This is an optimization exercise on Yosys and OpenROAD, whose aim is small area, a short achievable clock period and few clock cycles per item, not a production implementation.
Function was checked by simulation only, so behaviour that the tests miss may differ from the original.
No activity file was given, so power comes from the tool's default toggle rates.

## div_cluster
module div_cluster (
  input  logic              clk,
  input  logic              reset,
  input  logic              start,
  input  div_pkg::tag_t     tag,
  input  div_pkg::operand_t dividend,
  input  div_pkg::operand_t divisor,
  input  div_pkg::tag_t     rd_tag,
  output logic              ready,
  output logic              complete,
  output div_pkg::tag_t     complete_tag,
  output logic              rd_valid,
  output div_pkg::operand_t rd_quotient,
  output div_pkg::operand_t rd_remainder
);
Size: roughly 3100 cells after synthesis, ~82 I/O pins, ~31000 um^2 of cells after synthesis.
clock: 5.0 ns
lec_check: 0
abc_area: 1
cap_margin: 20
core_margin: 2
core_utilization: 40
cts_cluster_diameter: 70
cts_cluster_size: 24
setup_slack_margin: 2.8
slew_margin: 20
tns_end_percent: 10
run.sh (not shown) runs the stock make flow with config.mk's settings and CLKGATE_MAP_FILE= SYNTH_SCRIPT=/design/flow/synth_recipe.tcl, a recipe that flattens the netlist after the stock synthesis.
Testbench counts at the start, summed over its fixed seeds: cycles 2,358, items 2,048.
Change:
--- a/flow/config.mk
+++ b/flow/config.mk
@@ -13,3 +13,4 @@
 export CTS_CLUSTER_SIZE = 24
-export SETUP_SLACK_MARGIN = 2.8
+export GPL_ROUTABILITY_DRIVEN = 0
+export SETUP_SLACK_MARGIN = 2.5
 export SLEW_MARGIN = 20
What happened:
- The new run finished clean
- count of clock-buffer cells in the layout drops by 1
- fmax climbs by about 0.7%
- worst setup slack gets better by 19 ps
- design area drops by about 4.6%
- die area is unchanged
- area after synthesis is unchanged
Change:
--- a/flow/config.mk
+++ b/flow/config.mk
@@ -7,3 +7,3 @@
 export LEC_CHECK = 0
-export ABC_AREA = 1
+export ABC_CLOCK_PERIOD_IN_PS = 2200
 export CAP_MARGIN = 20
@@ -13,5 +13,4 @@
 export CTS_CLUSTER_SIZE = 24
-export GPL_ROUTABILITY_DRIVEN = 0
 export SETUP_SLACK_MARGIN = 2.5
 export SLEW_MARGIN = 20
-export TNS_END_PERCENT = 10
+export TNS_END_PERCENT = 0
After rerunning:
- wire length fell by 11%
- cell count drops by 17%
- worst hold slack improves by 16 ps
- combinational power goes down by 19%
- total power shrinks by about 6%
- count of clock-buffer cells in the layout rose by 4
- worst setup slack gets worse by 170 ps
- fmax goes down by about 6%
- register-to-register slack is worse by 220 ps
- utilization went down by 0.33 points
Change:
--- a/flow/config.mk
+++ b/flow/config.mk
@@ -15,2 +15,2 @@
 export SLEW_MARGIN = 20
-export TNS_END_PERCENT = 0
+export TNS_END_PERCENT = 10
Effect: The new run went through all stages and came out clean; hold slack loses 7.0 ps; global-route usage rises by 0.41 points; sequential power hardly moves; combinational power rises by about 3%; area after synthesis stays the same; non-clock buffer count rises by 32; maximum frequency rises by 3.2%; first-iteration DRC count rises by 5.4%; core utilization rises by 1.1 points; design area rises by 2.4%.
Change:
--- a/flow/config.mk
+++ b/flow/config.mk
@@ -10,6 +10,7 @@
 export CORE_MARGIN = 2
-export CORE_UTILIZATION = 40
+export CORE_UTILIZATION = 55
 export CTS_CLUSTER_DIAMETER = 70
 export CTS_CLUSTER_SIZE = 24
-export SETUP_SLACK_MARGIN = 2.5
+export PLACE_DENSITY = 0.7
+export SETUP_SLACK_MARGIN = 2.8
 export SLEW_MARGIN = 20
Outcome:
- first-iteration DRC count climbs by 14%
- synthesized area is unchanged
- setup slack gets worse by 20 ps
- flip-flop and latch count is unchanged
- clock skew shrinks by 12 ps
- clock-buffer cell count grows by 5

========
Starting RTL as in the previous note.
==> flow/config.mk <==
export PLATFORM = sky130hd
export DESIGN_NAME = div_cluster
export DESIGN_NICKNAME = div_cluster
export VERILOG_FILES = /design/flow/design.v
export SDC_FILE = /design/flow/constraint.sdc
export NUM_CORES = 4
export LEC_CHECK = 0
export ABC_CLOCK_PERIOD_IN_PS = 2200
export CAP_MARGIN = 20
export CORE_MARGIN = 2
export CORE_UTILIZATION = 40
export CTS_CLUSTER_DIAMETER = 70
export CTS_CLUSTER_SIZE = 24
export SETUP_SLACK_MARGIN = 2.2
export SLEW_MARGIN = 20
export TNS_END_PERCENT = 10
==> flow/constraint.sdc <==
create_clock -name core_clock -period 5.0 [get_ports {clk}]
set_input_delay 1.0000 -clock core_clock [delete_from_list [all_inputs] [get_ports {clk}]]
set_output_delay 1.0000 -clock core_clock [all_outputs]
set_load 0.01 [all_outputs]
The first run finished with timing, DRC and antenna clean.
Testbench counts at the start, summed over its fixed seeds: cycles 2,358, items 2,048.
Then changed:
SETUP_SLACK_MARGIN = 2.8   (was 2.2)
After rerunning: Count of clock-buffer cells in the layout increases by 1; total power rises by a few percent; via count rose by a few percent; worst hold slack is about the same; design area increases by roughly a tenth; global-route usage grows by 2.0 points; cell count is higher by a few percent; worst setup slack improves by 240 ps; sequential power hardly moves; first-iteration DRC count goes down by a few percent; synthesized cell count does not change.
Then changed:
CORE_UTILIZATION = 55   (was 40)
PLACE_DENSITY = 0.7   (was not set)
SETUP_SLACK_MARGIN = 2.5   (was 2.8)
The new run finished with timing, DRC and antenna clean.
Worst hold slack is about the same.
Critical path depth rose by 6.
Setup slack is worse by 60 ps.
Routed wire length fell by about 8%.
Area after synthesis does not change.
Synthesized cell count is unchanged.
Global-route usage rose by 6.1 points.

## afterwards: timing with drivers on the ports
How much do the figures lean on ideal ports? The routed layouts below were timed once more, with nothing changed but the port constraints.
Step 1, drivers: a clkbuf_16 drives clk and a buf_2 each remaining input, both assumed.
Step 2 times the ports against the registers' clock, not the clock port: input delays grow and output delays shrink by t, the midpoint of the rising clock arrivals with the driver on.
Three values: ideal ports, drivers, drivers and shift; two values: the first two.
run | t (ns) | setup slack, ns | worst setup path at the end | worst data-port slew with drivers (ns)
the first run of note 1 | 0.678 | 2.290 / 2.231 / 2.004 | input to register | 0.06
the second run of note 1 | 0.666 | 2.309 / 2.241 / 1.881 | input to register | 0.07
the third run of note 1 | 0.655 | 2.138 / 2.108 / 1.577 | input to register | 0.04
the fourth run of note 1 | 0.662 | 2.226 / 2.174 / 1.812 | input to register | 0.04
the fifth run of note 1 | 0.656 | 2.206 / 2.174 / 1.685 | input to register | 0.04
the first run of note 2 | 0.666 | 1.992 / 1.931 / 1.491 | input to register | 0.05
the second run of note 2 | 0.672 | 2.232 / 2.168 / 1.737 | input to register | 0.05
the third run of note 2 | 0.651 | 2.172 / 2.143 / 1.717 | input to register | 0.06
After both steps every run listed still meets setup and hold. For the third run of note 1, which loses most, drivers alone change the setup slack by -0.030 ns; drivers and shift together by -0.561 ns.
